Background: an optimization exercise with open tools, aiming at small area. Do not read the settings as production practice.
Where RTL was checked, it was by simulation tests only, not by an equivalence proof against the original.
Function not checked in run 4: the RTL went through the layout flow alone.
Power figures rest on the tool's default switching activity, not on a simulated workload.

===== design/flow/design.v =====
`default_nettype none
`timescale 1ns/10ps
package la_pkg;
  localparam int CNT_WIDTH = 8;
  typedef enum logic [1:0] {
    OP_NOP     = 2'd0,   
    OP_SET_CNT = 2'd1,   
    OP_RUN     = 2'd2    
  } la_op_e;
  typedef struct packed {
    la_op_e                 op;        
    logic [CNT_WIDTH-1:0]   dly_cnt;   
    logic [CNT_WIDTH-1:0]   rd_cnt;    
  } la_cmd_t;
endpackage
`default_nettype wire
`default_nettype none
`timescale 1ns/10ps
module la_cmd_decoder (
  input  logic            clk_i,
  input  logic            rst_in,      
  input  logic            cmd_req_i,   
  input  la_pkg::la_cmd_t cmd_i,       
  output logic            cmd_ack_o,
  output logic            set_cnt_o,   
  output logic            run_o        
);
  logic new_cmd;
  assign new_cmd = cmd_req_i && !cmd_ack_o;
  always_ff @(posedge clk_i) begin
    if (!rst_in) begin
      cmd_ack_o <= 1'b0;
      set_cnt_o <= 1'b0;
      run_o     <= 1'b0;
    end else begin
      set_cnt_o <= new_cmd && (cmd_i.op == la_pkg::OP_SET_CNT);
      run_o     <= new_cmd && (cmd_i.op == la_pkg::OP_RUN);
      if (new_cmd) begin
        cmd_ack_o <= 1'b1;
      end else if (!cmd_req_i) begin
        cmd_ack_o <= 1'b0;   
      end
    end
  end
endmodule
`default_nettype wire
`default_nettype none
`timescale 1ns/10ps
module la_sample_buf #(
  parameter int SMPL_WIDTH = 16,
  parameter int TX_WIDTH   = 8,
  parameter int DEPTH_LOG2 = 8,
  parameter int PORT_LOG2  = 3
) (
  input  logic                         clk_i,
  input  logic                         rst_in,
  input  logic                         push_i,     
  input  logic [SMPL_WIDTH-1:0]        d_i,
  output logic                         empty_o,    
  input  logic                         rewind_i,   
  input  logic [la_pkg::CNT_WIDTH-1:0] rd_cnt_i,
  input  logic                         read_i,     
  input  logic                         lsb_i,      
  output logic                         hit_o,      
  output logic [TX_WIDTH-1:0]          q_o
);
  localparam int DEPTH = 2 ** DEPTH_LOG2 - 1;
  localparam int NDLY  = 2 ** PORT_LOG2;
  logic [DEPTH-1:0][SMPL_WIDTH-1:0] ring;
  logic [NDLY-2:0][SMPL_WIDTH-1:0]  dly;        
  logic [NDLY-2:0]                  pend;       
  logic [DEPTH_LOG2-1:0]            ptr;
  logic [SMPL_WIDTH-1:0]            wdata;
  logic [NDLY-2:0]                  take;       
  logic                             wr;
  logic                             busy;
  logic [SMPL_WIDTH-1:0]            tap;
  logic [DEPTH_LOG2:0]              fwd;        
  assign empty_o = (pend == '0);
  assign busy    = !empty_o || push_i;
  assign wr      = busy && (ptr[PORT_LOG2-1:0] == '0);
  assign hit_o   = read_i && (ptr == '0);
  assign tap     = ring[DEPTH-1];
  always_comb begin
    take  = '0;
    wdata = d_i;
    for (int k = 0; k < NDLY - 1; k++) begin
      if (pend[k]) begin
        take  = NDLY'(1) << k;
        wdata = dly[k];
      end
    end
  end
  assign fwd = ptr + 1'b1 + (DEPTH_LOG2+1)'(rd_cnt_i);
  always_ff @(posedge clk_i) begin
    if (!rst_in) begin
      pend <= '0;
      ptr  <= '0;
    end else begin
      pend <= {pend[NDLY-3:0] & ~(take[NDLY-3:0] & {(NDLY-2){wr}}),
               push_i && !(wr && empty_o)};
      if (rewind_i) begin
        ptr <= (fwd >= (DEPTH_LOG2+1)'(DEPTH)) ? fwd[DEPTH_LOG2-1:0] + 1'b1 : fwd[DEPTH_LOG2-1:0];
      end else if (!(wr || (hit_o && lsb_i))) begin
        ptr <= (ptr == DEPTH_LOG2'(DEPTH - 1)) ? '0 : ptr + 1'b1;
      end
    end
  end
  always_ff @(posedge clk_i) begin
    dly <= {dly[NDLY-3:0], d_i};
  end
  always_ff @(posedge clk_i) begin
    for (int i = 0; i < DEPTH; i++) begin
      if (i % NDLY == 0 && wr && ptr[DEPTH_LOG2-1:PORT_LOG2] == (DEPTH_LOG2-PORT_LOG2)'(i / NDLY)) begin
        ring[i] <= wdata;
      end else begin
        ring[i] <= ring[(i + DEPTH - 1) % DEPTH];
      end
    end
  end
  always_ff @(posedge clk_i) begin
    if (hit_o) begin
      q_o <= lsb_i ? tap[TX_WIDTH-1:0] : tap[SMPL_WIDTH-1 -: TX_WIDTH];
    end
  end
endmodule
`default_nettype wire
`default_nettype none
`timescale 1ns/10ps
module la_ctrl (
  input  logic                         clk_i,
  input  logic                         rst_in,
  input  logic                         set_cnt_i,   
  input  la_pkg::la_cmd_t              cmd_i,
  input  logic                         run_i,       
  input  logic                         stb_i,       
  input  logic                         empty_i,     
  input  logic                         hit_i,       
  input  logic                         tx_ack_i,
  output logic                         push_o,
  output logic                         rewind_o,
  output logic [la_pkg::CNT_WIDTH-1:0] rd_cnt_o,
  output logic                         read_o,
  output logic                         tx_req_o,
  output logic                         lsb_o,       
  output logic                         busy_o
);
  typedef enum logic [2:0] {
    IDLE,
    TRIG,      
    FLUSH,     
    FETCH,     
    REQ,       
    ACK_LOW    
  } state_e;
  state_e state;
  logic [la_pkg::CNT_WIDTH-1:0] cnt;
  logic [la_pkg::CNT_WIDTH-1:0] dly_cnt;
  logic [la_pkg::CNT_WIDTH-1:0] rd_cnt;
  assign rd_cnt_o = rd_cnt;
  assign busy_o   = (state != IDLE);
  assign push_o   = stb_i && ((state == IDLE) || (state == TRIG && cnt != '0));
  assign rewind_o = (state == FLUSH) && empty_i;
  assign read_o   = (state == FETCH) && (cnt != '0);   
  always_ff @(posedge clk_i) begin
    if (!rst_in) begin
      state    <= IDLE;
      cnt      <= '0;
      tx_req_o <= 1'b0;
      lsb_o    <= 1'b0;
    end else begin
      case (state)
        IDLE: begin
          if (run_i) begin
            state <= TRIG;
            cnt   <= dly_cnt;
          end
        end
        TRIG: begin
          if (cnt == '0) begin
            state <= FLUSH;
          end else if (stb_i) begin
            cnt <= cnt - 1'b1;
          end
        end
        FLUSH: begin
          if (empty_i) begin
            state <= FETCH;
            cnt   <= rd_cnt;
            lsb_o <= 1'b0;
          end
        end
        FETCH: begin
          if (cnt == '0) begin
            state <= IDLE;
          end else if (hit_i) begin
            if (lsb_o) begin
              cnt <= cnt - 1'b1;
            end
            tx_req_o <= 1'b1;
            state    <= REQ;
          end
        end
        REQ: begin
          if (tx_ack_i) begin
            tx_req_o <= 1'b0;
            state    <= ACK_LOW;
          end
        end
        ACK_LOW: begin
          if (!tx_ack_i) begin
            lsb_o <= !lsb_o;
            state <= FETCH;
          end
        end
        default: state <= IDLE;
      endcase
    end
  end
  always_ff @(posedge clk_i) begin
    if (!rst_in) begin
      dly_cnt <= la_pkg::CNT_WIDTH'(1);
      rd_cnt  <= la_pkg::CNT_WIDTH'(1);
    end else if (set_cnt_i) begin
      dly_cnt <= cmd_i.dly_cnt;
      rd_cnt  <= cmd_i.rd_cnt;
    end
  end
endmodule
`default_nettype wire
`default_nettype none
`timescale 1ns/10ps
module la_tx_serializer #(
  parameter int TX_WIDTH = 8
) (
  input  logic [TX_WIDTH-1:0] d_i,
  output logic [TX_WIDTH-1:0] tx_o
);
  assign tx_o = d_i;
endmodule
`default_nettype wire
`default_nettype none
`timescale 1ns/10ps
module la_top #(
  parameter int SMPL_WIDTH = 16,
  parameter int TX_WIDTH   = 8,
  parameter int DEPTH_LOG2 = 8
) (
  input  logic                  clk_i,
  input  logic                  rst_in,
  input  logic                  cmd_req_i,
  input  logic [17:0]           cmd_i,      
  output logic                  cmd_ack_o,
  input  logic                  smpl_stb_i,
  input  logic [SMPL_WIDTH-1:0] smpl_i,
  output logic                  tx_req_o,
  input  logic                  tx_ack_i,
  output logic [TX_WIDTH-1:0]   tx_o,
  output logic                  busy_o
);
  logic                         set_cnt;
  logic                         run;
  logic                         push;
  logic                         empty;
  logic                         rewind;
  logic [la_pkg::CNT_WIDTH-1:0] rd_cnt;
  logic                         read;
  logic                         hit;
  logic [TX_WIDTH-1:0]          buf_q;     
  logic                         lsb;
  la_cmd_decoder la_cmd_decoder_i (
    .clk_i     (clk_i),
    .rst_in    (rst_in),
    .cmd_req_i (cmd_req_i),
    .cmd_i     (cmd_i),
    .cmd_ack_o (cmd_ack_o),
    .set_cnt_o (set_cnt),
    .run_o     (run)
  );
  la_ctrl la_ctrl_i (
    .clk_i     (clk_i),
    .rst_in    (rst_in),
    .set_cnt_i (set_cnt),
    .cmd_i     (cmd_i),       
    .run_i     (run),
    .stb_i     (smpl_stb_i),
    .empty_i   (empty),
    .hit_i     (hit),
    .tx_ack_i  (tx_ack_i),
    .push_o    (push),
    .rewind_o  (rewind),
    .rd_cnt_o  (rd_cnt),
    .read_o    (read),
    .tx_req_o  (tx_req_o),
    .lsb_o     (lsb),
    .busy_o    (busy_o)
  );
  la_sample_buf #(
    .SMPL_WIDTH (SMPL_WIDTH),
    .TX_WIDTH   (TX_WIDTH),
    .DEPTH_LOG2 (DEPTH_LOG2)
  ) la_sample_buf_i (
    .clk_i    (clk_i),
    .rst_in   (rst_in),
    .push_i   (push),
    .d_i      (smpl_i),
    .empty_o  (empty),
    .rewind_i (rewind),
    .rd_cnt_i (rd_cnt),
    .read_i   (read),
    .lsb_i    (lsb),
    .hit_o    (hit),
    .q_o      (buf_q)
  );
  la_tx_serializer #(
    .TX_WIDTH (TX_WIDTH)
  ) la_tx_serializer_i (
    .d_i  (buf_q),
    .tx_o (tx_o)
  );
endmodule
`default_nettype wire

===== design/flow/flow/run.sh =====
#!/bin/bash
set -euo pipefail
export CTS_ARGS="-sink_clustering_enable -repair_clock_nets -sink_clustering_size 20 -sink_clustering_max_diameter 60 -buf_list sky130_fd_sc_hd__clkbuf_8 -dont_use_dummy_load"
export BUFFER_PORTS_ARGS="-buffer_cell sky130_fd_sc_hd__buf_1"
bash standard.sh > standard.log 2>&1

===== design/flow/standard.sh =====
#!/bin/bash
# synth_recipe.tcl (not shown) runs the flow's synth.tcl, then flattens the netlist and writes it again
# the make line also repeats each setting of config.mk as NAME=value (left out here)
make -C /OpenROAD-flow-scripts/flow DESIGN_CONFIG=/design/flow/config.mk WORK_HOME=/design/flow/orfs CLKGATE_MAP_FILE= SYNTH_SCRIPT=/design/flow/synth_recipe.tcl "${@:-finish}"

===== design/flow/config.mk =====
export PLATFORM = sky130hd
export DESIGN_NAME = la_top
export DESIGN_NICKNAME = la_top
export VERILOG_FILES = /design/flow/design.v
export SDC_FILE = /design/flow/constraint.sdc
export NUM_CORES = 4
export LEC_CHECK = 0
export CAP_MARGIN = 0
export CORE_MARGIN = 2
export CORE_UTILIZATION = 65
export CTS_BUF_LIST = sky130_fd_sc_hd__clkbuf_8
export CTS_CLUSTER_DIAMETER = 60
export CTS_CLUSTER_SIZE = 20
export PLACE_DENSITY = 0.75
export SLEW_MARGIN = 0

===== design/flow/constraint.sdc =====
create_clock -name core_clock -period 10.0 [get_ports {clk_i}]
set_input_delay 2.0000 -clock core_clock [delete_from_list [all_inputs] [get_ports {clk_i}]]
set_output_delay 2.0000 -clock core_clock [all_outputs]
set_load 0.01 [all_outputs]

==> results of run 1 <==
==> cell families after synthesis <==
kind of cell    count (synthesis)
compound gates                671
mux                            80
buf+inv                       207
xor+xnor                       10
flops                        4247
fa+ha+maj                      16
simple gates                  771
==> cell type report <==
class                      count  area [µm²]
multi-input combinational   1548        8110
timing repair buffer          82         432
antenna                        3        7.51
inverter                      20        75.1
tap                         1903        2380
clock buffer                 234        3220
fill                        9098       44200
sequential                  4247       85100
==> how the worst max path moves through the flow <==
stage,to
final,busy_o
after global routing,la_sample_buf_i.ring[2437]
after CTS,busy_o
after detailed placement,la_sample_buf_i.ring[780]
after global placement,la_sample_buf_i.ring[773]
after floorplan,la_sample_buf_i.pend[2]
==> state kept, by name, summed over array words and instances (netlist names), 7 cells and up <==
name	count
la_sample_buf_i.dly	112
la_sample_buf_i.pend	7
la_ctrl_i.cnt	8
la_sample_buf_i.ring	4080
la_ctrl_i.dly_cnt	8
la_ctrl_i.rd_cnt	8
la_sample_buf_i.q_o	8
la_sample_buf_i.ptr	8
==> layer usage <==
layer	wire, µm	track usage, %	share of wire (%)	vias to the layer above
met4	3200	5.87	2.3	0
met1	69500	28.1	51	18200
li1	-	-	-	19100
met3	5330	3.27	3.9	232
met2	58900	28.3	43	536
met5	0	0	0	-
==> placed cells by master, fill, tap and decap left out, types with 5 or more instances in the layout <==
cell,n
buf_1,49
inv_1,19
nor3_1,15
edfxtp_1,8
ha_1,15
nor2_1,61
xnor2_1,5
o21ai_4,16
nand2_1,600
o21ai_0,562
nor2b_1,12
nand2b_1,21
buf_4,33
xor2_1,5
clkbuf_8,234
a31oi_1,5
a21oi_1,29
nand3_1,18
mux2_2,20
mux2i_1,55
o21ai_1,9
mux2_1,5
dfxtp_1,4239
==> stage by stage <==
step	total power (W)	hold slack, ps	area, µm²	utilization, %
6_report	0.0261	248	99300	69.2
5_1_grt	0.0271	265	99300	69.2
4_1_cts	0.0264	241	99300	69.2
3_5_place_dp	0.0200	312	96100	67.0
3_3_place_gp	0.0199	310	96100	67.0
2_1_floorplan	0.0193	310	94000	-
==> worst reg2reg max path: cells and delay by family, from the launching register on <==
family / cells / cell delay (ps)
flops: 1 / 1000
simple gates: 5 / 1940
compound gates: 1 / 570
==> power breakdown <==
group,internal (W),switching (W),leakage (nW),total (W)
logic,0.000272,0.000860,2.72,0.00113
clock network,0.00210,0.00444,1.68,0.00654
registers,0.0181,0.000312,34.4,0.0184
==> metrics.cfg, run 1 <==
[logic_synthesis]
synth_seq_area_share_pct=90.6
yosysTopAreaCell=dfxtp_1
yosys_warnings=3
synth_seq_cells=4247
yosys.cell_count.top_type=dfxtp_1
synth_compound_area_share_pct=3.77
synth_top_family_by_area=compound AO/OA/AOI/OAI gates
synth_edf_count=8
synth_nets=6057
syn_area_per_cell_um2=15.7
synthXorXnorAreaFrac_pct=0.0932
synthMuxAreaShare_pct=0.886
synthCells=6002
syn_area_um2=94000
synth_ff_type=dfxtp_1
yosys.cell_types.count=77
yosys-top-cells-area=dfxtp_1 (90%), o21ai_0 (3.1%), nand2_1 (2.4%)
yosys.area_share.simple_pct=3.44
netlist.area_leader.share_pct=90.3
ys_async_sr_fraction_pct=0
synth-adder-area-share_pct=0.221
yosys-top-cells-count=dfxtp_1 (4239), nand2_1 (600), o21ai_0 (579), clkbuf_1 (83), buf_2 (70)

[cts]
clk_path_buf_depth=3
cts_buffers=234
clk_pin_slew_worst_paths_ps=110
ctsHoldBuffers=0
cts_resized=0
clock-sinks=4247
post_cts_buffers=0
root_buffer=clkbuf_8
clk_latency_ps=980
cts_tree=done
cts_max_level=4

[global_route]
track_usage_pct=18.9
grt_overflow=0
grt_max_degree=38
grt_pass1_wl_mm=213
grt_pass1_vias=38200
antenna_found_initial=11

[detailed_routing]
drt_iter0_markers=2492
routed_wl_mm=137
via_per_inst=4.74
route.vias.total=38100
ant_nets=0
drc_errors=0
dr.pass1.iters=7
wire_per_inst_um=17.0

[timing]
setup_violations=0
grt_setup_unrepaired=no
finalCriticalPeriod_ps=4180
worst_pin_slew_ps=1180
hold_violations=0
slew_violations=0
fmax_ghz=0.239
final.setup.tns_ps=0
fin_skew_ps=97.4
post-route-period-util_pct=41.8
fin_ws_ps=5820
slew_headroom_pct=21.0

[power_and_ir_drop]
ir_worst_vdd_mv=0.198
powerDensity_nw_per_um2=263
p_leak_nw=38.8

[die]
io_pins=50
dieArea_um2=148000
num_rows=139
start_util_pct=65.5
chipWidth_um=384
die_y_um=384
coreArea_um2=143000

[outcome]
status=timing/DRC/antenna clean

[place]
dp.cells=7800
place.gp.congestion=0.742
dp_hpwl_mm=74.1
dp_slack_ps=4940
io_buffers=49

[min_path]
min_to=la_sample_buf_i.ring[2226]
hold_start=la_sample_buf_i.ring[2210]
holdPathStages=0
hold_class=reg2reg

[setup_path]
critical_path_depth=2
reg2reg_to=la_sample_buf_i.ring[2437]
critPathMaxFanout=24
startpoint=la_ctrl_i.state[0]
cp.required_ps=8000
path_cells=or3_1 -> buf_1
critPathCaptureType=output pin
r2r-start=la_sample_buf_i.pend[3]
cpPeakStageDelay_ps=870
cp_slowest_cell=dfxtp_1
critPathArrivalTime_ps=2180
reg2reg_setup_slack_ps=6390
cpLargestDelayFamily=flip-flops
critical_path_class=reg2out
worst-path-buf-inv=1
start_kind=flop
rr_worst_depth=6

[layout]
synthToLayoutAreaGrowth_pct=5.72
drive_gt1_share_pct=5.33
instances_no_fill=8037
nets=6188

[job]
max_cap_viol_count=0

==> run 2, diff against run 1 <==
--- a/design/flow/config.mk
+++ b/design/flow/config.mk
@@ -7,3 +7,3 @@
 export LEC_CHECK = 0
-export CAP_MARGIN = 0
+export CAP_MARGIN = 20
 export CORE_MARGIN = 2
@@ -14,2 +14,2 @@
 export PLACE_DENSITY = 0.75
-export SLEW_MARGIN = 0
+export SLEW_MARGIN = 20
==> metrics.cfg, run 2 <==
[place]
place.gp.congestion=0.742
dp_hpwl_mm=74.1
place_area_um2=96100
io_buffers=49

[layout]
num-fill-cells=9094
nets=6188
multi_input_area_um2=8150
drive_gt1_share_pct=5.53
ff_latch_area_um2=85100
synthToLayoutAreaGrowth_pct=5.76
regMostFlops=la_sample_buf_i.ring
layout_commonest_cell=dfxtp_1
post-route-cell-area_um2=99400
top_regs=la_sample_buf_i.ring: 4080 flops, la_sample_buf_i.dly: 112 flops
final_cell_mix=dfxtp_1 (4239), nand2_1 (590), o21ai_0 (562), clkbuf_8 (234), nor2_1 (61)
largest_reg_flops=4080

[global_route]
grt_pass1_wl_mm=213
grt_max_degree=38
track_usage_pct=18.9
grt_pass1_vias=38200
grt_overflow=0
antenna_found_initial=11

[timing]
hold_violations=0
final.setup.tns_ps=0
slew_violations=0
finalCriticalPeriod_ps=4190
fmax_ghz=0.239
whs_ps=249
setup_violations=0
post-route-period-util_pct=41.9
fin_skew_ps=98.6
worst_pin_slew_ps=1010
grt_setup_unrepaired=no
slew_headroom_pct=32.4

[setup_path]
cp_slowest_cell=dfxtp_1
critPathMaxFanout=24
path_cells=or3_1 -> buf_1
start_kind=flop
cp.required_ps=8000
critPathCaptureType=output pin
rr_worst_depth=7
critPathArrivalTime_ps=2190
critical_path_class=reg2out
reg2reg_setup_slack_ps=6510
cpPeakStageDelay_ps=870

[cts]
cts_tree=done
clk_latency_ps=980
root_buffer=clkbuf_8
ctsHoldBuffers=0
clock-sinks=4247
cts_resized=0
cts_buffers=234
clk_path_buf_depth=3
cts_max_level=4
post_cts_buffers=0
clk_pin_slew_worst_paths_ps=110

[logic_synthesis]
synth_seq_cells=4247
ys_async_sr_fraction_pct=0
synth_ff_type=dfxtp_1
yosys_warnings=3
synth_edf_count=8
synth_seq_area_share_pct=90.6
yosysTopAreaCell=dfxtp_1
syn_area_per_cell_um2=15.7
yosys.cell_types.count=77
synthCells=6002
synth_nets=6057
yosys.cell_count.top_type=dfxtp_1
syn_area_um2=94000
yosys-top-cells-count=dfxtp_1 (4239), nand2_1 (600), o21ai_0 (579), clkbuf_1 (83), buf_2 (70)
yosys-top-cells-area=dfxtp_1 (90%), o21ai_0 (3.1%), nand2_1 (2.4%)
netlist.area_leader.share_pct=90.3

[detailed_routing]
drc_errors=0
via_per_inst=4.74
routed_wl_mm=137
dr.pass1.iters=7
drt_iter0_markers=2509
wire_per_inst_um=17.0
ant_nets=0
route.vias.total=38100

[power_and_ir_drop]
p_leak_nw=38.8
powerDensity_nw_per_um2=263
ir_worst_vdd_mv=0.198

[die]
chipWidth_um=384
coreArea_um2=143000
die_y_um=384
dieArea_um2=148000
start_util_pct=65.5
num_rows=139
io_pins=50

[outcome]
status=timing/DRC/antenna clean

[min_path]
holdPathStages=0
hold_class=reg2reg

[job]
max_cap_viol_count=0

[run 2: cell counts after synthesis]
No cell type changed its count.
[run 2: power breakdown]
part,internal (W),leakage (nW),switching [W],total (W)
Sequential,0.0181,34.4,0.000312,0.0184
Combinational,0.000273,2.73,0.000866,0.00114
Clock,0.00210,1.68,0.00444,0.00654
Total,0.0205,38.8,0.00562,0.0261
[run 2: cells by family after synthesis]
family	synth area share (%)
AO/OA/AOI/OAI	3.77
XOR/XNOR	0.0932
adder cells (fa/ha/maj)	0.221
buffers and inverters	1.00
flip-flops	90.6
multiplexers	0.886
AND/OR/NAND/NOR	3.44
[run 2: metal layers]
metal / wire length, µm / global-route usage [%]
met5: 0 / 0
met4: 3250 / 5.87
met3: 5490 / 3.27
met2: 58700 / 28.3
met1: 69500 / 28.1
[run 2: final timing paths]
path,endpoint,start
min,la_sample_buf_i.ring[2226],la_sample_buf_i.ring[2210]
max,busy_o,la_ctrl_i.state[0]
max reg2reg,la_sample_buf_i.ring[2698],la_sample_buf_i.pend[3]
min reg2reg,la_sample_buf_i.ring[2226],la_sample_buf_i.ring[2210]
[run 2: worst max-delay path, delay by kind of cell, from the launching register on]
| family | cells | cell delay (ps) |
|---|---|---|
| buffers and inverters | 1 | 160 |
| DFF | 1 | 870 |
| and+or+nand+nor | 1 | 220 |
[run 2: final cells by class]
cell class / count / area share, %
Antenna cell: 3 / 0.00756
Clock buffer: 234 / 3.24
Inverter: 20 / 0.0756
Multi-Input combinational cell: 1548 / 8.20
Sequential cell: 4247 / 85.6
Tap cell: 1903 / 2.40
Timing Repair Buffer: 82 / 0.434
[run 2: per-stage QoR]
stage / power, W / std cells / setup slack, ps / utilization (%)
final: 0.0261 / 8037 / 5810 / 69.3
after global routing: 0.0271 / 8036 / 5650 / 69.2
after CTS: 0.0264 / 8034 / 5710 / 69.2
after detailed placement: 0.0200 / 7800 / 4940 / 67.0
after global placement: 0.0199 / 7800 / 5080 / 67.0
after floorplan: 0.0193 / 6002 / 6390 / -
==> run 3, diff against run 2 <==
--- a/design/flow/design.v
+++ b/design/flow/design.v
@@ -28,3 +28,4 @@
   logic new_cmd;
-  assign new_cmd = cmd_req_i && !cmd_ack_o;
+  assign new_cmd   = cmd_req_i && !cmd_ack_o;
+  assign set_cnt_o = new_cmd && (cmd_i.op == la_pkg::OP_SET_CNT);
   always_ff @(posedge clk_i) begin
@@ -32,7 +33,5 @@
       cmd_ack_o <= 1'b0;
-      set_cnt_o <= 1'b0;
       run_o     <= 1'b0;
     end else begin
-      set_cnt_o <= new_cmd && (cmd_i.op == la_pkg::OP_SET_CNT);
-      run_o     <= new_cmd && (cmd_i.op == la_pkg::OP_RUN);
+      run_o <= new_cmd && (cmd_i.op == la_pkg::OP_RUN);
       if (new_cmd) begin
@@ -147,9 +146,7 @@
 );
-  typedef enum logic [2:0] {
+  typedef enum logic [1:0] {
     IDLE,
     TRIG,      
-    FLUSH,     
     FETCH,     
-    REQ,       
-    ACK_LOW    
+    XFER       
   } state_e;
@@ -159,7 +156,9 @@
   logic [la_pkg::CNT_WIDTH-1:0] rd_cnt;
+  logic                         cnt_zero;
+  assign cnt_zero = (cnt == '0);
   assign rd_cnt_o = rd_cnt;
   assign busy_o   = (state != IDLE);
-  assign push_o   = stb_i && ((state == IDLE) || (state == TRIG && cnt != '0));
-  assign rewind_o = (state == FLUSH) && empty_i;
-  assign read_o   = (state == FETCH) && (cnt != '0);   
+  assign push_o   = stb_i && ((state == IDLE) || (state == TRIG && !cnt_zero));
+  assign rewind_o = (state == TRIG) && cnt_zero && empty_i;
+  assign read_o   = (state == FETCH) && !cnt_zero;   
   always_ff @(posedge clk_i) begin
@@ -179,4 +178,7 @@
         TRIG: begin
-          if (cnt == '0) begin
-            state <= FLUSH;
+          if (cnt_zero) begin
+            if (empty_i) begin
+              state <= FETCH;
+              cnt   <= rd_cnt;
+            end
           end else if (stb_i) begin
@@ -185,11 +187,4 @@
         end
-        FLUSH: begin
-          if (empty_i) begin
-            state <= FETCH;
-            cnt   <= rd_cnt;
-            lsb_o <= 1'b0;
-          end
-        end
         FETCH: begin
-          if (cnt == '0) begin
+          if (cnt_zero) begin
             state <= IDLE;
@@ -200,13 +195,11 @@
             tx_req_o <= 1'b1;
-            state    <= REQ;
+            state    <= XFER;
           end
         end
-        REQ: begin
-          if (tx_ack_i) begin
-            tx_req_o <= 1'b0;
-            state    <= ACK_LOW;
-          end
-        end
-        ACK_LOW: begin
-          if (!tx_ack_i) begin
+        XFER: begin
+          if (tx_req_o) begin
+            if (tx_ack_i) begin
+              tx_req_o <= 1'b0;
+            end
+          end else if (!tx_ack_i) begin
             lsb_o <= !lsb_o;
--- a/design/flow/config.mk
+++ b/design/flow/config.mk
@@ -7,3 +7,3 @@
 export LEC_CHECK = 0
-export CAP_MARGIN = 20
+export CAP_MARGIN = 0
 export CORE_MARGIN = 2
@@ -14,2 +14,2 @@
 export PLACE_DENSITY = 0.75
-export SLEW_MARGIN = 20
+export SLEW_MARGIN = 0
==> metrics.cfg, run 3 <==
[logic_synthesis]
synth_edf_count=8
synth_compound_area_share_pct=3.92
yosys.cell_count.top_type=dfxtp_1
yosys_warnings=3
yosys.area_share.simple_pct=3.21
yosysTopAreaCell=dfxtp_1
synth-adder-area-share_pct=0.262
synthCells=5965
synth_top_family_by_area=compound AO/OA/AOI/OAI gates
synthXorXnorAreaFrac_pct=0.131
syn_area_um2=93600
yosys-top-cells-count=dfxtp_1 (4237), nand2_1 (627), o21ai_0 (556), clkbuf_1 (129), buf_2 (52)
synth_nets=6023
synth_seq_area_share_pct=90.9
yosys.cell_types.count=71
synth_seq_cells=4245
synthMuxAreaShare_pct=0.707
yosys-top-cells-area=dfxtp_1 (91%), o21ai_0 (3.0%), nand2_1 (2.5%)
ys_async_sr_fraction_pct=0
syn_area_per_cell_um2=15.7
synth_ff_type=dfxtp_1
netlist.area_leader.share_pct=90.6

[power_and_ir_drop]
p_leak_nw=38.6
ir_worst_vdd_mv=0.225
p_comb_share_pct=4.4
swShare_pct=21.5
seqPwrFrac_pct=71.2
p_int_w=0.0210
powerDensity_nw_per_um2=270
p_switching_w=0.00577
power.share.clock_pct=24.4

[global_route]
grt_pass1_vias=37800
grt_pass1_wl_mm=207
grt_max_degree=37
antenna_found_initial=12
grt_overflow=0
track_usage_pct=18.1

[setup_path]
critPathMaxFanout=32
critical_path_class=in2reg
critPathArrivalTime_ps=5240
start_kind=input pin
cp_slowest_cell=nand2_1
rr_worst_depth=8
cp.required_ps=10790
reg2reg_to=la_sample_buf_i.ring[1413]
critPathCaptureType=flop
r2r-start=la_ctrl_i.state[1]
reg2reg_setup_slack_ps=5670
cpPeakStageDelay_ps=870
worst_path_most_repeated_cell=o21ai_0
path_cells=buf_1 -> o21ai_0 -> a31oi_1 -> o21ai_4 -> nor3b_2 -> nand2_1 -> o21ai_0

[layout]
largest_reg_flops=4080
synthToLayoutAreaGrowth_pct=5.89
top_regs=la_sample_buf_i.ring: 4080 flops, la_sample_buf_i.dly: 112 flops
nets=6149
drive_gt1_share_pct=5.21
final_cell_mix=dfxtp_1 (4237), nand2_1 (627), o21ai_0 (555), clkbuf_8 (233), buf_1 (49)
final_util_pct=69.2
ff_latch_area_um2=85100
num-fill-cells=9174
layout_commonest_cell=dfxtp_1
multi_input_area_um2=8010
regMostFlops=la_sample_buf_i.ring

[cts]
clk_path_buf_depth=3
root_buffer=clkbuf_8
cts_max_level=4
clk_latency_ps=970
cts_resized=0
ctsHoldBuffers=0
clk_pin_slew_worst_paths_ps=110
clock-sinks=4245
cts_tree=done
cts_buffers=233
post_cts_buffers=0

[place]
dp_slack_ps=4540
dp_hpwl_mm=71.5
io_buffers=49
place.gp.congestion=0.820

[detailed_routing]
wire_per_inst_um=16.4
route.vias.total=37800
drt_iter0_markers=2453
routed_wl_mm=131
drc_errors=0
dr.pass1.iters=5
via_per_inst=4.73
ant_nets=0

[die]
num_rows=139
io_pins=50
die_y_um=384
chipWidth_um=384
coreArea_um2=143000
start_util_pct=65.3
dieArea_um2=147000

[timing]
grt_setup_unrepaired=no
slew_headroom_pct=15.9
fin_ws_ps=5550
final.setup.tns_ps=0
fmax_ghz=0.225
fin_skew_ps=112
finalCriticalPeriod_ps=4450
slew_violations=0
hold_violations=0
worst_pin_slew_ps=1260
post-route-period-util_pct=44.5
setup_violations=0

[outcome]
status=timing/DRC/antenna clean

[min_path]
min_to=la_sample_buf_i.ring[2770]
hold_class=reg2reg
hold_start=la_sample_buf_i.ring[2754]
holdPathStages=0

[job]
max_cap_viol_count=0

-- run 3: cell count changes in the layout (fill, tap and decap cells not counted), moves of 6 or more --
cell	before	now
a21oi_1	29	47
nor2_1	61	34
o221ai_4	0	16
nand2_2	10	1
nor2b_1	12	3
buf_4	33	27
o21ai_0	562	555
nand2b_1	21	6
mux2i_1	55	38
nand2_1	590	627
nor3_1	15	7
o21ai_4	16	1
-- run 3: worst max path at each step --
stage | start | endpoint | slack, ps | depth (start not counted)
final | smpl_stb_i | la_sample_buf_i.ring[1413] | 5550 | 7
after floorplan | smpl_stb_i | la_sample_buf_i.ring[2176] | 6490 | 8
after CTS | smpl_stb_i | la_sample_buf_i.ring[1413] | 5610 | 7
after detailed placement | smpl_stb_i | la_sample_buf_i.ring[1413] | 4540 | 7
after global placement | smpl_stb_i | la_sample_buf_i.ring[1413] | 4520 | 7
after global routing | smpl_stb_i | la_sample_buf_i.ring[1419] | 5400 | 7
-- run 3: worst max-delay path, delay by kind of cell --
family,cells,cell delay (ps)
compound gates,4,1410
simple gates,2,1690
buf+inv,1,90
-- run 3: power by group through the flow --
| stage | clock network (W) | registers, W | logic (W) |
|---|---|---|---|
| 2_1_floorplan | 0 | 0.0193 | 0.000620 |
| 3_3_place_gp | 0 | 0.0194 | 0.00115 |
| 3_5_place_dp | 0 | 0.0195 | 0.00119 |
| 4_1_cts | 0.00672 | 0.0191 | 0.00119 |
| 5_1_grt | 0.00730 | 0.0192 | 0.00128 |
| 6_report | 0.00653 | 0.0191 | 0.00118 |
-- run 3: layout make-up --
class | instances | share of cell area [%]
clock buffer | 233 | 3.23
inverter | 21 | 0.0795
tap | 1903 | 2.40
multi-input combinational | 1514 | 8.08
timing repair buffer | 76 | 0.390
antenna | 3 | 0.00757
sequential | 4245 | 85.8
-- run 3: metal layers --
layer	routed length, µm	vias to the layer above	global-route usage [%]
li1	-	19000	-
met1	66700	18100	27.2
met2	55700	579	27.0
met3	5540	236	3.18
met4	3130	0	5.66
met5	0	-	0
-- run 3: cells by family after synthesis --
| logic type | count (synthesis) |
|---|---|
| fa+ha+maj | 19 |
| flops | 4245 |
| simple gates | 736 |
| buf+inv | 206 |
| mux | 63 |
| compound gates | 682 |
| xor+xnor | 14 |
-- run 3: stage by stage --
stage	total power (W)	instances	area, µm²	hold slack, ps
finish	0.0268	7995	99100	230
global placement	0.0206	7759	95900	310
CTS	0.0270	7992	99100	232
floorplan	0.0199	5965	93600	310
detailed placement	0.0207	7759	95900	312
global route	0.0278	7993	99100	231
==> run 4, diff against run 3 <==
--- a/design/flow/design.v
+++ b/design/flow/design.v
@@ -83,9 +83,11 @@
   always_comb begin
-    take  = '0;
-    wdata = d_i;
+    logic older;   
+    older = 1'b0;
+    for (int k = NDLY - 2; k >= 0; k--) begin
+      take[k] = pend[k] && !older;
+      older   = older || pend[k];
+    end
+    wdata = empty_o ? d_i : '0;
     for (int k = 0; k < NDLY - 1; k++) begin
-      if (pend[k]) begin
-        take  = NDLY'(1) << k;
-        wdata = dly[k];
-      end
+      wdata = wdata | (dly[k] & {SMPL_WIDTH{take[k]}});
     end
==> metrics.cfg, run 4 <==
[setup_path]
cpPeakStageDelay_ps=990
start_kind=input pin
cpLargestDelayFamily=simple AND/OR/NAND/NOR gates
critPathMaxFanout=32
critPathArrivalTime_ps=4910
cp.required_ps=10750
critPathCaptureType=flop
worst-path-buf-inv=1
worst_path_most_repeated_cell=nand2_1
critical_path_class=in2reg
path_cells=buf_1 -> nand2_1 -> a31oi_1 -> o31ai_4 -> nor3b_2 -> nand2_1 -> nand2_1 -> o21ai_0
cp_slowest_cell=nor3b_2

[logic_synthesis]
synth_edf_count=8
yosys_warnings=3
synth_seq_area_share_pct=91.0
yosys.cell_count.top_type=dfxtp_1
netlist.area_leader.share_pct=90.8
yosys-top-cells-count=dfxtp_1 (4237), nand2_1 (623), o21ai_0 (531), clkbuf_1 (120), buf_2 (59)
syn_area_um2=93400
yosys-top-cells-area=dfxtp_1 (91%), o21ai_0 (2.8%), nand2_1 (2.5%)
syn_area_per_cell_um2=15.7
ys_async_sr_fraction_pct=0
synth_ff_type=dfxtp_1
synth_seq_cells=4245
synth_nets=6009
yosysTopAreaCell=dfxtp_1
synthCells=5951
yosys.cell_types.count=64

[layout]
synthToLayoutAreaGrowth_pct=5.93
post-route-cell-area_um2=99000
instances_no_fill=7984
layout_commonest_cell=dfxtp_1
regMostFlops=la_sample_buf_i.ring
multi_input_area_um2=7850
final_cell_mix=dfxtp_1 (4237), nand2_1 (623), o21ai_0 (531), clkbuf_8 (234), nor2_1 (54)
nets=6138
top_regs=la_sample_buf_i.ring: 4080 flops, la_sample_buf_i.dly: 112 flops
num-fill-cells=8980
drive_gt1_share_pct=4.99
ff_latch_area_um2=85100
largest_reg_flops=4080

[global_route]
grt_pass1_wl_mm=211
grt_max_degree=37
track_usage_pct=18.7
grt_overflow=0
antenna_found_initial=5
grt_pass1_vias=37600

[cts]
root_buffer=clkbuf_8
clk_path_buf_depth=3
cts_resized=0
clock-sinks=4245
cts_tree=done
post_cts_buffers=0
clk_pin_slew_worst_paths_ps=110
ctsHoldBuffers=0
cts_buffers=234
cts_max_level=4
clk_latency_ps=980

[power_and_ir_drop]
swShare_pct=21.3
powerDensity_nw_per_um2=262
p_total_w=0.0260
p_leak_nw=38.6
p_comb_share_pct=3.6
seqPwrFrac_pct=71.1
p_int_w=0.0205
ir_worst_vdd_mv=0.203
p_switching_w=0.00552
power.share.clock_pct=25.2

[die]
chipWidth_um=383
coreArea_um2=143000
die_y_um=383
start_util_pct=65.3
io_pins=50
dieArea_um2=147000
num_rows=139

[place]
io_buffers=49
place_area_um2=95700
dp.cells=7747
dp_hpwl_mm=75.5
place.gp.congestion=0.808
dp_slack_ps=4940

[timing]
grt_setup_unrepaired=no
fmax_ghz=0.240
slew_headroom_pct=17.5
final.setup.tns_ps=0
post-route-period-util_pct=41.6
fin_ws_ps=5840
hold_violations=0
worst_pin_slew_ps=1230
setup_violations=0
finalCriticalPeriod_ps=4160
fin_skew_ps=110
slew_violations=0

[detailed_routing]
drc_errors=0
ant_nets=0
dr.pass1.iters=7
wire_per_inst_um=17.0
routed_wl_mm=136
via_per_inst=4.74
drt_iter0_markers=2396
route.vias.total=37800

[outcome]
status=timing/DRC/antenna clean

[job]
max_cap_viol_count=0

[min_path]
hold_class=reg2reg

run 4: cell count changes after synthesis, moves of 12 or more:
cell and change:
a221oi_1 +12, o21ai_0 -25, mux2i_1 -18, nor2_1 +20, a22oi_1 +15, mux2_2 -16
run 4: metrics by stage:
stage               util (%)  hold slack, ps
floorplan                  -             310
global placement        66.9             310
detailed placement      66.9             312
CTS                     69.1             232
global route            69.1             248
finish                  69.1             244
run 4: kinds of logic after synthesis:
family / count (synthesis) / share of synthesized area [%]
flops: 4245 / 91.0
simple gates: 757 / 3.28
compound gates: 686 / 4.07
buf+inv: 202 / 0.895
mux: 29 / 0.323
fa+ha+maj: 19 / 0.262
xor+xnor: 13 / 0.130
run 4: per-layer routing:
layer,global-route usage (%),share of wire (%),up-vias
met5,0,0,-
met2,28.5,44,599
met3,3.12,4.1,202
met1,27.7,50,18100
li1,-,-,18900
met4,5.29,2.1,0
run 4: area by class of cell:
type / count / area share [%]
Multi-Input combinational cell: 1504 / 7.93
Timing Repair Buffer: 74 / 0.375
Clock buffer: 234 / 3.25
Tap cell: 1903 / 2.41
Sequential cell: 4245 / 85.9
Antenna cell: 3 / 0.00759
Inverter: 21 / 0.0796
run 4: final timing paths:
| kind | startpoint | to | slack (ps) | cells past startpoint |
|---|---|---|---|---|
| setup / recovery | smpl_stb_i | la_sample_buf_i.ring[3466] | 5840 | 8 |
| hold reg to reg | la_sample_buf_i.ring[3510] | la_sample_buf_i.ring[3526] | 240 | 0 |
| hold / removal | la_sample_buf_i.ring[3510] | la_sample_buf_i.ring[3526] | 240 | 0 |
| setup reg to reg | la_sample_buf_i.pend[5] | la_sample_buf_i.ring[3466] | 5960 | 7 |
run 4: worst reg2reg max path, stage by stage, from the launching register on:
cell and delay (ps):
dfxtp_1 980, nor3_1 160, nand3_1 270, o31ai_4 200, nor3b_2 1000, nand2_1 880
nand2_1 240, o21ai_0 100
run 4: power groups by stage:
stage,Combinational (W),Sequential [W],Clock (W)
after global placement,0.000921,0.0188,0
after detailed placement,0.000956,0.0189,0
after CTS,0.000965,0.0185,0.00672
after floorplan,0.000466,0.0187,0
after global routing,0.00102,0.0186,0.00731
final,0.000942,0.0185,0.00655
==> run 5, diff against run 4 <==
--- a/design/flow/design.v
+++ b/design/flow/design.v
@@ -58,4 +58,3 @@
   output logic                         empty_o,    
-  input  logic                         rewind_i,   
-  input  logic [la_pkg::CNT_WIDTH-1:0] rd_cnt_i,
+  input  logic [la_pkg::CNT_WIDTH-1:0] idx_i,      
   input  logic                         read_i,     
@@ -76,3 +75,2 @@
   logic [SMPL_WIDTH-1:0]            tap;
-  logic [DEPTH_LOG2:0]              fwd;        
   assign empty_o = (pend == '0);
@@ -80,3 +78,3 @@
   assign wr      = busy && (ptr[PORT_LOG2-1:0] == '0);
-  assign hit_o   = read_i && (ptr == '0);
+  assign hit_o   = read_i && (ptr == ~idx_i);
   assign tap     = ring[DEPTH-1];
@@ -94,3 +92,2 @@
   end
-  assign fwd = ptr + 1'b1 + (DEPTH_LOG2+1)'(rd_cnt_i);
   always_ff @(posedge clk_i) begin
@@ -102,5 +99,3 @@
                push_i && !(wr && empty_o)};
-      if (rewind_i) begin
-        ptr <= (fwd >= (DEPTH_LOG2+1)'(DEPTH)) ? fwd[DEPTH_LOG2-1:0] + 1'b1 : fwd[DEPTH_LOG2-1:0];
-      end else if (!(wr || (hit_o && lsb_i))) begin
+      if (!wr) begin
         ptr <= (ptr == DEPTH_LOG2'(DEPTH - 1)) ? '0 : ptr + 1'b1;
@@ -141,4 +136,3 @@
   output logic                         push_o,
-  output logic                         rewind_o,
-  output logic [la_pkg::CNT_WIDTH-1:0] rd_cnt_o,
+  output logic [la_pkg::CNT_WIDTH-1:0] idx_o,       
   output logic                         read_o,
@@ -160,6 +154,5 @@
   assign cnt_zero = (cnt == '0);
-  assign rd_cnt_o = rd_cnt;
+  assign idx_o    = cnt;
   assign busy_o   = (state != IDLE);
   assign push_o   = stb_i && ((state == IDLE) || (state == TRIG && !cnt_zero));
-  assign rewind_o = (state == TRIG) && cnt_zero && empty_i;
   assign read_o   = (state == FETCH) && !cnt_zero;   
@@ -259,4 +252,3 @@
   logic                         empty;
-  logic                         rewind;
-  logic [la_pkg::CNT_WIDTH-1:0] rd_cnt;
+  logic [la_pkg::CNT_WIDTH-1:0] idx;
   logic                         read;
@@ -285,4 +277,3 @@
     .push_o    (push),
-    .rewind_o  (rewind),
-    .rd_cnt_o  (rd_cnt),
+    .idx_o     (idx),
     .read_o    (read),
@@ -302,4 +293,3 @@
     .empty_o  (empty),
-    .rewind_i (rewind),
-    .rd_cnt_i (rd_cnt),
+    .idx_i    (idx),
     .read_i   (read),
--- a/design/flow/config.mk
+++ b/design/flow/config.mk
@@ -13,3 +13,3 @@
 export CTS_CLUSTER_SIZE = 20
-export PLACE_DENSITY = 0.75
+export PLACE_DENSITY = 0.68
 export SLEW_MARGIN = 0
==> metrics.cfg, run 5 <==
[timing]
worst_pin_slew_ps=1250
fin_ws_ps=5920
grt_setup_unrepaired=no
post-route-period-util_pct=40.8
whs_ps=287
hold_violations=0
slew_violations=0
fin_skew_ps=81.7
setup_violations=0
slew_headroom_pct=16.6
fmax_ghz=0.245
finalCriticalPeriod_ps=4080
final.setup.tns_ps=0

[setup_path]
cp_slowest_cell=dfxtp_1
path_cells=inv_1 -> ha_1 -> inv_1 -> buf_1
worst_path_most_repeated_cell=inv_1
critPathArrivalTime_ps=2080
critPathMaxFanout=4
start_kind=flop
cpLargestDelayFamily=buffers and inverters
critPathCaptureType=output pin
worst-path-buf-inv=3
cp.required_ps=8000
critical_path_class=reg2out
reg2reg_setup_slack_ps=6590
cpPeakStageDelay_ps=410

[cts]
ctsHoldBuffers=0
cts_resized=0
cts_buffers=232
clk_latency_ps=980
post_cts_buffers=0
cts_max_level=4
cts_tree=done
clock-sinks=4245
root_buffer=clkbuf_8
clk_pin_slew_worst_paths_ps=100
clk_path_buf_depth=3

[layout]
final_cell_mix=dfxtp_1 (4237), nor2_1 (385), a21oi_1 (365), nand2_1 (270), clkbuf_8 (232)
num-fill-cells=9596
instances_no_fill=7914
synthToLayoutAreaGrowth_pct=5.92
regMostFlops=la_sample_buf_i.ring
largest_reg_flops=4080
multi_input_area_um2=7530
nets=6067
layout_commonest_cell=dfxtp_1
ff_latch_area_um2=85100
drive_gt1_share_pct=5.77
top_regs=la_sample_buf_i.ring: 4080 flops, la_sample_buf_i.dly: 112 flops

[die]
coreArea_um2=142000
dieArea_um2=147000
io_pins=50
die_y_um=383
chipWidth_um=383
num_rows=138
start_util_pct=65.7

[power_and_ir_drop]
ir_worst_vdd_mv=0.177
powerDensity_nw_per_um2=262
p_leak_nw=38.8

[min_path]
hold_class=reg2reg

[global_route]
grt_pass1_vias=36600
track_usage_pct=18.3
grt_max_degree=37
antenna_found_initial=7
grt_overflow=0
grt_pass1_wl_mm=206

[detailed_routing]
routed_wl_mm=133
dr.pass1.iters=5
drt_iter0_markers=2087
via_per_inst=4.70
ant_nets=0
met3_length_mm=5.51
route.vias.total=37200
dr.max_layer_used=met5
wire_per_inst_um=16.7
met1_length_mm=68.6
dr_wl_met2_mm=55.1
drc_errors=0

[logic_synthesis]
netlist.area_leader.share_pct=91.0
yosys.cell_count.top_type=dfxtp_1
yosysTopAreaCell=dfxtp_1
synth_seq_area_share_pct=91.2
yosys-top-cells-area=dfxtp_1 (91%), a21oi_1 (2.0%), nor2_1 (1.5%)
syn_area_per_cell_um2=15.9
yosys.cell_types.count=64
synth_ff_type=dfxtp_1
synth_edf_count=8
yosys_warnings=3
syn_area_um2=93300
synth_seq_cells=4245
synth_nets=5924
synthCells=5876
ys_async_sr_fraction_pct=0
yosys-top-cells-count=dfxtp_1 (4237), nor2_1 (385), a21oi_1 (365), nand2_1 (270), o21ai_0 (108)

[place]
dp_hpwl_mm=72.5
place.gp.congestion=0.787
dp.cells=7675
io_buffers=49
dp_slack_ps=5820

[outcome]
status=timing/DRC/antenna clean

[job]
max_cap_viol_count=0

## run 5: cell types whose count changed in the layout (fill, tap and decap cells not counted), sizes merged, moves of 10 or more
cell / delta
a21oi: +329
nand2: -353
o21ai: -338
xnor2: +13
a221o: +15
nor2: +333
buf: +24
o221ai: -17
nand3: -10
## run 5: cell families (layout without fill, tap and decap cells)
family,count (synthesis),count (layout),synth area share (%)
DFF,4245,4245,91.2
and+or+nand+nor,704,704,3.03
buffers and inverters,204,345,1.00
xor gates and xnor gates,22,22,0.207
other,0,7,0
AOI/OAI and AO/OA,666,666,4.14
adders and majority gates,9,9,0.121
muxes,26,26,0.290
## run 5: worst paths after layout
kind                               from                          to  cells past startpoint
max                  la_ctrl_i.state[0]                      busy_o                      4
min          la_sample_buf_i.ring[3418]  la_sample_buf_i.ring[3434]                      0
max reg2reg            la_ctrl_i.cnt[0]  la_sample_buf_i.ring[3215]                      8
min reg2reg  la_sample_buf_i.ring[3418]  la_sample_buf_i.ring[3434]                      0
## run 5: layout make-up
class                           instances  area share (%)
Sequential cell                      4245            86.1
Multi-Input combinational cell       1427            7.62
Clock buffer                          232            3.23
Tap cell                             1890            2.39
Timing Repair Buffer                   98           0.559
Inverter                               15          0.0570
Antenna cell                            7          0.0177
## run 5: through the flow
stage | utilization, % | area, µm² | power [W]
floorplan | - | 93300 | 0.0191
global placement | 67.3 | 95600 | 0.0197
detailed placement | 67.3 | 95600 | 0.0197
CTS | 69.6 | 98800 | 0.0261
global route | 69.6 | 98800 | 0.0269
finish | 69.6 | 98800 | 0.0259
## run 5: per-layer routing
layer | GRT usage [%] | vias up
met1 | 27.8 | 17800
met3 | 3.37 | 241
li1 | - | 18700
met5 | 0 | -
met4 | 5.97 | 2
met2 | 26.7 | 510
## run 5: power breakdown
group / internal [W] / switching (W) / leakage [nW]
sequential: 0.0181 / 0.000329 / 34.4
combinational: 0.000232 / 0.000711 / 2.74
clock: 0.00209 / 0.00444 / 1.67
==> run 6, diff against run 5 <==
--- a/design/flow/config.mk
+++ b/design/flow/config.mk
@@ -13,3 +13,3 @@
 export CTS_CLUSTER_SIZE = 20
-export PLACE_DENSITY = 0.68
+export PLACE_DENSITY = 0.75
 export SLEW_MARGIN = 0
==> metrics.cfg, run 6 <==
[cts]
clk_latency_ps=970
clock-sinks=4245
ctsHoldBuffers=0
clk_pin_slew_worst_paths_ps=110
cts_max_level=4
cts_tree=done
cts_buffers=233
clk_path_buf_depth=3
cts_resized=0
post_cts_buffers=0
root_buffer=clkbuf_8

[logic_synthesis]
synth_seq_area_share_pct=91.2
netlist.area_leader.share_pct=91.0
synth_ff_type=dfxtp_1
yosysTopAreaCell=dfxtp_1
yosys.cell_count.top_type=dfxtp_1
synth_edf_count=8
yosys-top-cells-count=dfxtp_1 (4237), nor2_1 (385), a21oi_1 (365), nand2_1 (270), o21ai_0 (108)
synth_seq_cells=4245
yosys.cell_types.count=64
syn_area_per_cell_um2=15.9
syn_area_um2=93300
yosys_warnings=3
ys_async_sr_fraction_pct=0
yosys-top-cells-area=dfxtp_1 (91%), a21oi_1 (2.0%), nor2_1 (1.5%)
synth_nets=5924
synthCells=5876

[layout]
nets=6060
instances_no_fill=7904
num-fill-cells=8978
ff_latch_area_um2=85100
top_regs=la_sample_buf_i.ring: 4080 flops, la_sample_buf_i.dly: 112 flops
layout_commonest_cell=dfxtp_1
synthToLayoutAreaGrowth_pct=5.87
regMostFlops=la_sample_buf_i.ring
largest_reg_flops=4080
final_cell_mix=dfxtp_1 (4237), nor2_1 (385), a21oi_1 (365), nand2_1 (270), clkbuf_8 (233)
drive_gt1_share_pct=5.66
multi_input_area_um2=7540

[detailed_routing]
drt_iter0_markers=2130
route.vias.total=37400
routed_wl_mm=134
wire_per_inst_um=16.9
ant_nets=0
dr.pass1.iters=5
drc_errors=0
via_per_inst=4.73

[power_and_ir_drop]
powerDensity_nw_per_um2=262
p_comb_share_pct=3.6
ir_worst_vdd_mv=0.176
p_switching_w=0.00548
p_leak_nw=38.8
power.share.clock_pct=25.2
seqPwrFrac_pct=71.2
p_int_w=0.0204
swShare_pct=21.2

[outcome]
status=timing/DRC/antenna clean

[place]
dp_hpwl_mm=74.0
place.gp.congestion=0.776
dp.cells=7666
io_buffers=49

[global_route]
grt_overflow=0
track_usage_pct=18.6
grt_max_degree=37
antenna_found_initial=2
grt_pass1_vias=37500
grt_pass1_wl_mm=209

[timing]
setup_violations=0
post-route-period-util_pct=41.0
fin_skew_ps=80.5
fmax_ghz=0.244
grt_setup_unrepaired=no
slew_violations=0
slew_headroom_pct=13.8
worst_pin_slew_ps=1290
hold_violations=0
final.setup.tns_ps=0
finalCriticalPeriod_ps=4100

[die]
io_pins=50
coreArea_um2=142000
start_util_pct=65.7
chipWidth_um=383
num_rows=138
die_y_um=383
dieArea_um2=147000

[setup_path]
cp.required_ps=8000
critPathArrivalTime_ps=2100
start_kind=flop
critical_path_class=reg2out
critPathMaxFanout=4
critPathCaptureType=output pin

[min_path]
hold_class=reg2reg

[job]
max_cap_viol_count=0

## run 6: cell types whose count changed in the layout (fill, tap and decap cells not counted), sizes merged
| cell | previous run | this run |
|---|---|---|
| buf | 98 | 90 |
| diode | 7 | 4 |
| clkbuf | 232 | 233 |
## run 6: power by group through the flow
stage | clock network (W) | registers [W] | logic [W]
after floorplan | 0 | 0.0186 | 0.000530
after global placement | 0 | 0.0188 | 0.000903
after detailed placement | 0 | 0.0188 | 0.000927
after CTS | 0.00670 | 0.0184 | 0.000933
after global routing | 0.00728 | 0.0185 | 0.000990
final | 0.00652 | 0.0184 | 0.000929
## run 6: layout make-up
cell class                      instances  share of cell area, %
Clock buffer                          233                   3.25
Timing Repair Buffer                   90                  0.506
Antenna cell                            4                 0.0101
Sequential cell                      4245                   86.1
Tap cell                             1890                   2.40
Multi-Input combinational cell       1427                   7.63
Inverter                               15                 0.0570
## run 6: critical path, cell delays in order (launching register included)
cell	delay, ps
dfxtp_1	410
inv_1	100
ha_1	270
inv_1	170
buf_1	210
## run 6: kinds of logic after synthesis
logic type / share of synthesized area (%)
flops: 91.2
simple gates: 3.03
compound gates: 4.14
buf+inv: 1.00
mux: 0.290
xor+xnor: 0.207
fa+ha+maj: 0.121
## run 6: through the flow
step	power, W	util (%)	worst slack (ps)	instance area [µm²]	hold WS, ps
6_report	0.0259	69.6	5900	98700	254
4_1_cts	0.0261	69.5	5840	98700	263
5_1_grt	0.0268	69.6	5760	98700	261
3_3_place_gp	0.0197	67.3	5760	95500	310
2_1_floorplan	0.0191	-	6720	93300	310
3_5_place_dp	0.0197	67.3	5780	95500	312
## run 6: per-layer routing
| layer | track usage [%] | part of all wire, % |
|---|---|---|
| met2 | 27.6 | 43 |
| met1 | 27.7 | 51 |
| met5 | 0 | 0 |
| met3 | 3.43 | 3.9 |
| met4 | 6.35 | 2.8 |
## run 6: path summary, 6_finish.rpt
check / start / end / slack [ps] / depth (start not counted)
worst max-delay path: la_ctrl_i.state[0] / busy_o / 5900 / 4
worst max register to register: la_sample_buf_i.pend[0] / la_sample_buf_i.ring[2823] / 6340 / 5
worst min-delay path: la_sample_buf_i.ring[3666] / la_sample_buf_i.ring[3682] / 250 / 0
worst min register to register: la_sample_buf_i.ring[3666] / la_sample_buf_i.ring[3682] / 250 / 0
==> run 7, diff against run 6 <==
==> design/flow/flow/run.sh (replaced) <==
#!/bin/bash
set -euo pipefail
export CTS_ARGS="-sink_clustering_enable -repair_clock_nets -sink_clustering_size 22 -sink_clustering_max_diameter 45 -buf_list sky130_fd_sc_hd__clkbuf_8 -dont_use_dummy_load"
export BUFFER_PORTS_ARGS="-buffer_cell sky130_fd_sc_hd__buf_1"
bash standard.sh > standard.log 2>&1
==> metrics.cfg, run 7 <==
[logic_synthesis]
synth_seq_cells=4245
yosys_warnings=3
syn_area_per_cell_um2=15.9
yosysTopAreaCell=dfxtp_1
netlist.area_leader.share_pct=91.0
synth_seq_area_share_pct=91.2
ys_async_sr_fraction_pct=0
yosys.cell_types.count=64
synth_ff_type=dfxtp_1
yosys-top-cells-area=dfxtp_1 (91%), a21oi_1 (2.0%), nor2_1 (1.5%)
synthCells=5876
synth_nets=5924
yosys.cell_count.top_type=dfxtp_1
yosys-top-cells-count=dfxtp_1 (4237), nor2_1 (385), a21oi_1 (365), nand2_1 (270), o21ai_0 (108)
syn_area_um2=93300
synth_edf_count=8

[cts]
cts_max_level=4
ctsHoldBuffers=0
root_buffer=clkbuf_8
cts_resized=0
cts_buffers=229
clk_pin_slew_worst_paths_ps=110
cts_tree=done
clock-sinks=4245
clk_path_buf_depth=3
post_cts_buffers=0
clk_latency_ps=970

[timing]
fin_ws_ps=5910
post-route-period-util_pct=40.9
worst_pin_slew_ps=1310
fin_skew_ps=90.0
grt_setup_unrepaired=no
slew_violations=0
slew_headroom_pct=12.8
whs_ps=250
final.setup.tns_ps=0
finalCriticalPeriod_ps=4090
fmax_ghz=0.244
setup_violations=0
hold_violations=0

[layout]
drive_gt1_share_pct=5.59
top_regs=la_sample_buf_i.ring: 4080 flops, la_sample_buf_i.dly: 112 flops
largest_reg_flops=4080
synthToLayoutAreaGrowth_pct=5.81
final_cell_mix=dfxtp_1 (4237), nor2_1 (385), a21oi_1 (365), nand2_1 (270), clkbuf_8 (229)
layout_commonest_cell=dfxtp_1
nets=6056
instances_no_fill=7899
regMostFlops=la_sample_buf_i.ring

[detailed_routing]
wire_per_inst_um=17.0
drc_errors=0
ant_nets=0
dr.pass1.iters=5
via_per_inst=4.74
route.vias.total=37400
routed_wl_mm=134
drt_iter0_markers=2240

[die]
coreArea_um2=142000
start_util_pct=65.7
io_pins=50
num_rows=138
die_y_um=383
dieArea_um2=147000
chipWidth_um=383

[setup_path]
critPathCaptureType=output pin
start_kind=flop
critPathArrivalTime_ps=2090
r2r-start=la_sample_buf_i.pend[1]
critPathMaxFanout=4
startpoint=la_ctrl_i.state[0]
worst_path_most_repeated_cell=inv_1
cpPeakStageDelay_ps=410
cp.required_ps=8000
worst-path-buf-inv=3
critical_path_class=reg2out
cp_slowest_cell=dfxtp_1
path_cells=inv_1 -> ha_1 -> inv_1 -> buf_1
cpLargestDelayFamily=buffers and inverters

[global_route]
track_usage_pct=18.6
grt_max_degree=37
grt_pass1_wl_mm=209
grt_pass1_vias=37400
grt_overflow=0
antenna_found_initial=2

[power_and_ir_drop]
seqPwrFrac_pct=71.3
p_int_w=0.0204
p_leak_nw=38.8
p_total_w=0.0258
powerDensity_nw_per_um2=262
swShare_pct=21.2
ir_worst_vdd_mv=0.214
p_comb_share_pct=3.6
p_switching_w=0.00548
power.share.clock_pct=25.1

[min_path]
hold_class=reg2reg
hold_start=la_sample_buf_i.ring[3666]

[job]
max_cap_viol_count=0

[place]
dp.cells=7666
dp_hpwl_mm=74.0
dp_slack_ps=5780
io_buffers=49
place.gp.congestion=0.776

[outcome]
status=timing/DRC/antenna clean

-- run 7: per-stage QoR --
stage | util [%] | cell area [µm²]
floorplan | - | 93300
global placement | 67.3 | 95500
detailed placement | 67.3 | 95500
CTS | 69.5 | 98700
global route | 69.5 | 98700
finish | 69.5 | 98700
-- run 7: power groups by stage --
| stage | clock network [W] | registers (W) | logic, W |
|---|---|---|---|
| 6_report | 0.00649 | 0.0184 | 0.000931 |
| 5_1_grt | 0.00724 | 0.0185 | 0.000991 |
| 4_1_cts | 0.00666 | 0.0184 | 0.000936 |
| 3_5_place_dp | 0 | 0.0188 | 0.000927 |
| 3_3_place_gp | 0 | 0.0188 | 0.000903 |
| 2_1_floorplan | 0 | 0.0186 | 0.000530 |
-- run 7: cell families after synthesis --
kind of cell,Yosys count,share of synthesized area (%)
xor gates and xnor gates,22,0.207
and+or+nand+nor,704,3.03
muxes,26,0.290
DFF,4245,91.2
AOI/OAI and AO/OA,666,4.14
adders and majority gates,9,0.121
buffers and inverters,204,1.00
-- run 7: cell type report --
class,count,area (µm²)
flip-flops and latches,4245,85100
fillers,9015,43300
multi-input cells,1427,7540
clock buffers,229,3150
well taps,1890,2360
repair buffers,90,499
inverters,15,56.3
diodes,3,7.51
-- run 7: worst paths after layout --
kind | end | slack, ps | cells past startpoint
worst max register to register | la_sample_buf_i.ring[2823] | 6320 | 5
worst min register to register | la_sample_buf_i.ring[3682] | 250 | 0
worst max-delay path | busy_o | 5910 | 4
worst min-delay path | la_sample_buf_i.ring[3682] | 250 | 0
-- run 7: metal layers --
metal	GRT usage [%]	wire length, µm	vias to the layer above
li1	-	-	18700
met1	27.6	67800	17900
met2	27.8	57400	583
met3	3.54	5590	238
met4	6.10	3460	0
met5	0	0	-
==> run 8, diff against run 7 <==
==> design/flow/run.sh (new file) <==
#!/bin/bash
# synth_recipe.tcl (not shown) runs the flow's synth.tcl, then flattens the netlist and writes it again
# the make line also repeats each setting of config.mk as NAME=value (left out here)
make -C /OpenROAD-flow-scripts/flow DESIGN_CONFIG=/design/flow/config.mk WORK_HOME=/design/flow/orfs CLKGATE_MAP_FILE= SYNTH_SCRIPT=/design/flow/synth_recipe.tcl finish
removed: design/flow/flow/run.sh
removed: design/flow/standard.sh
==> metrics.cfg, run 8 <==
[cts]
cts_max_level=4
clk_path_buf_depth=3
clk_pin_slew_worst_paths_ps=110
ctsHoldBuffers=0
clk_latency_ps=980
cts_resized=0
post_cts_buffers=0
cts_tree=done
cts_buffers=232
clock-sinks=4245
root_buffer=clkbuf_8

[die]
io_pins=50
chipWidth_um=383
coreArea_um2=142000
die_y_um=383
num_rows=138
dieArea_um2=147000
start_util_pct=65.7

[setup_path]
critical_path_depth=4
start_kind=flop
critPathArrivalTime_ps=2510
cp.required_ps=8000
cpLargestDelayFamily=buffers and inverters
critPathCaptureType=output pin
worst_path_most_repeated_cell=inv_1
cp_slowest_cell=clkdlybuf4s50_1
cpPeakStageDelay_ps=610
worst-path-buf-inv=3
critPathMaxFanout=4
path_cells=inv_1 -> ha_1 -> inv_1 -> clkdlybuf4s50_1
rr_worst_depth=6
critical_path_class=reg2out

[power_and_ir_drop]
p_switching_w=0.00560
power.share.clock_pct=25.6
ir_worst_vdd_mv=0.177
p_comb_share_pct=3.7
p_leak_nw=39.0
powerDensity_nw_per_um2=262
p_int_w=0.0204
seqPwrFrac_pct=70.7
swShare_pct=21.5

[timing]
setup_violations=0
slew_headroom_pct=12.5
hold_violations=0
post-route-period-util_pct=45.1
slew_violations=0
whs_ps=311
final.setup.tns_ps=0
fin_skew_ps=34.8
grt_setup_unrepaired=no
worst_pin_slew_ps=1310
finalCriticalPeriod_ps=4510
fmax_ghz=0.222

[outcome]
status=timing/DRC/antenna clean

[place]
dp.cells=7667
io_buffers=49
place_area_um2=95800
dp_hpwl_mm=74.0
place.gp.congestion=0.772

[layout]
synthToLayoutAreaGrowth_pct=6.42
top_regs=la_sample_buf_i.ring: 4080 flops, la_sample_buf_i.dly: 112 flops
post-route-cell-area_um2=99200
largest_reg_flops=4080
instances_no_fill=7928
drive_gt1_share_pct=5.98
regMostFlops=la_sample_buf_i.ring
nets=6059
final_cell_mix=dfxtp_1 (4237), nor2_1 (385), a21oi_1 (365), nand2_1 (270), clkbuf_8 (233)
layout_commonest_cell=dfxtp_1

[logic_synthesis]
yosys.cell_types.count=64
syn_area_per_cell_um2=15.9
yosys.cell_count.top_type=dfxtp_1
syn_area_um2=93300
ys_async_sr_fraction_pct=0
yosys_warnings=3
yosys-top-cells-area=dfxtp_1 (91%), a21oi_1 (2.0%), nor2_1 (1.5%)
synthCells=5876
synth_edf_count=8
synth_seq_area_share_pct=91.2
synth_seq_cells=4245
netlist.area_leader.share_pct=91.0
yosysTopAreaCell=dfxtp_1
synth_nets=5924
synth_ff_type=dfxtp_1
yosys-top-cells-count=dfxtp_1 (4237), nor2_1 (385), a21oi_1 (365), nand2_1 (270), o21ai_0 (108)

[detailed_routing]
drc_errors=0
ant_nets=0
drt_iter0_markers=2325
route.vias.total=37400
routed_wl_mm=135
dr.pass1.iters=5
via_per_inst=4.72
wire_per_inst_um=17.0

[min_path]
hold_class=reg2reg
holdPathStages=0

[global_route]
track_usage_pct=18.7
grt_pass1_wl_mm=210
antenna_found_initial=9
grt_overflow=0
grt_pass1_vias=37500
grt_max_degree=37

[job]
max_cap_viol_count=0

[run 8: cell count changes in the layout (fill, tap and decap cells not counted), moves of 3 or more]
cell | before | now
buf_1 | 49 | 0
clkdlybuf4s50_1 | 0 | 49
clkinvlp_4 | 0 | 8
inv_6 | 0 | 5
clkbuf_8 | 229 | 233
inv_8 | 0 | 4
inv_1 | 13 | 16
[run 8: final timing paths]
kind,startpoint,to,slack [ps]
worst min-delay path,la_sample_buf_i.ring[228],la_sample_buf_i.ring[244],310
worst min register to register,la_sample_buf_i.ring[228],la_sample_buf_i.ring[244],310
worst max-delay path,la_ctrl_i.state[0],busy_o,5490
worst max register to register,la_sample_buf_i.pend[0],la_sample_buf_i.ring[134],6390
[run 8: power groups by stage]
stage / combinational (W) / clock (W) / sequential [W]
2_1_floorplan: 0.000530 / 0 / 0.0186
3_3_place_gp: 0.000930 / 0 / 0.0188
3_5_place_dp: 0.000954 / 0 / 0.0188
4_1_cts: 0.000962 / 0.00684 / 0.0184
5_1_grt: 0.00102 / 0.00743 / 0.0185
6_report: 0.000958 / 0.00667 / 0.0184
[run 8: final cells by class]
cell class                 count  area, µm²
antenna                        4       10.0
clock buffer                 233       3210
clock inverter                24        206
fill                        8970      42700
inverter                      15       56.3
multi-input combinational   1427       7540
sequential                  4245      85100
tap                         1890       2360
timing repair buffer          90        798
[run 8: metrics by stage]
stage,worst slack (ps),total power [W],util (%)
floorplan,6720,0.0191,-
global placement,5470,0.0197,67.5
detailed placement,5440,0.0197,67.5
CTS,5400,0.0262,69.9
global route,5360,0.0270,69.9
finish,5490,0.0260,69.9
[run 8: logic make-up (layout without fill, tap and decap cells)]
kind of cell	count (synthesis)	in the layout	synth area share (%)
DFF	4245	4245	91.2
buffers and inverters	204	362	1.00
xor gates and xnor gates	22	22	0.207
muxes	26	26	0.290
other	0	4	0
adders and majority gates	9	9	0.121
AOI/OAI and AO/OA	666	666	4.14
and+or+nand+nor	704	704	3.03
[run 8: metal layers]
metal	part of all wire (%)	wire, µm	up-vias	track usage (%)
li1	-	-	18700	-
met1	50	67900	18000	27.7
met3	4.1	5550	211	3.27
met4	2.5	3360	4	6.15
met5	0.021	29	-	0
met2	43	58300	565	28.1

-- separate check: timing with driven ports --
How much do the figures lean on ideal ports? The routed layouts below were timed once more, with nothing changed but the port constraints. Step 1, drivers: a clkbuf_16 drives clk_i and a buf_2 each remaining input, both assumed. Step 2 moves the port delays by t, midway between the first and last clock arrival at a register: inputs arrive t later, outputs are due t later. That takes back most of the time a late clock gives input paths. Slacks: ideal / step 1 / step 2; pairs: ideal / step 1.
| run | t, ns | setup slack, ns | hold WS [ns] | worst setup path after step 2 | worst register clock-pin slew, ns |
|---|---|---|---|---|---|
| run 1 | 1.002 | 5.818 / 5.744 / 4.921 | 0.248 / 0.248 / 0.248 | input to register | 0.12 / 0.12 |
| run 2 | 1.000 | 5.810 / 5.735 / 5.028 | 0.249 / 0.249 / 0.249 | input to register | 0.12 / 0.12 |
| run 3 | 0.971 | 5.551 / 5.568 / 4.597 | 0.230 / 0.230 / 0.230 | input to register | 0.12 / 0.12 |
| run 4 | 0.994 | 5.837 / 5.874 / 4.880 | 0.244 / 0.244 / 0.244 | input to register | 0.12 / 0.12 |
| run 5 | 1.013 | 5.919 / 5.842 / 5.771 | 0.287 / 0.287 / 0.287 | input to register | 0.12 / 0.12 |
| run 6 | 0.996 | 5.902 / 5.824 / 5.755 | 0.254 / 0.254 / 0.254 | input to register | 0.12 / 0.12 |
| run 7 | 0.989 | 5.908 / 5.831 / 5.744 | 0.250 / 0.250 / 0.250 | input to register | 0.13 / 0.13 |
| run 8 | 1.035 | 5.486 / 5.408 / 5.382 | 0.311 / 0.311 / 0.311 | input to register | 0.12 / 0.12 |
After both steps every run listed still meets setup and hold. For run 4, which loses most, drivers alone change the setup slack by +0.037 ns; drivers and shift together by -0.957 ns.
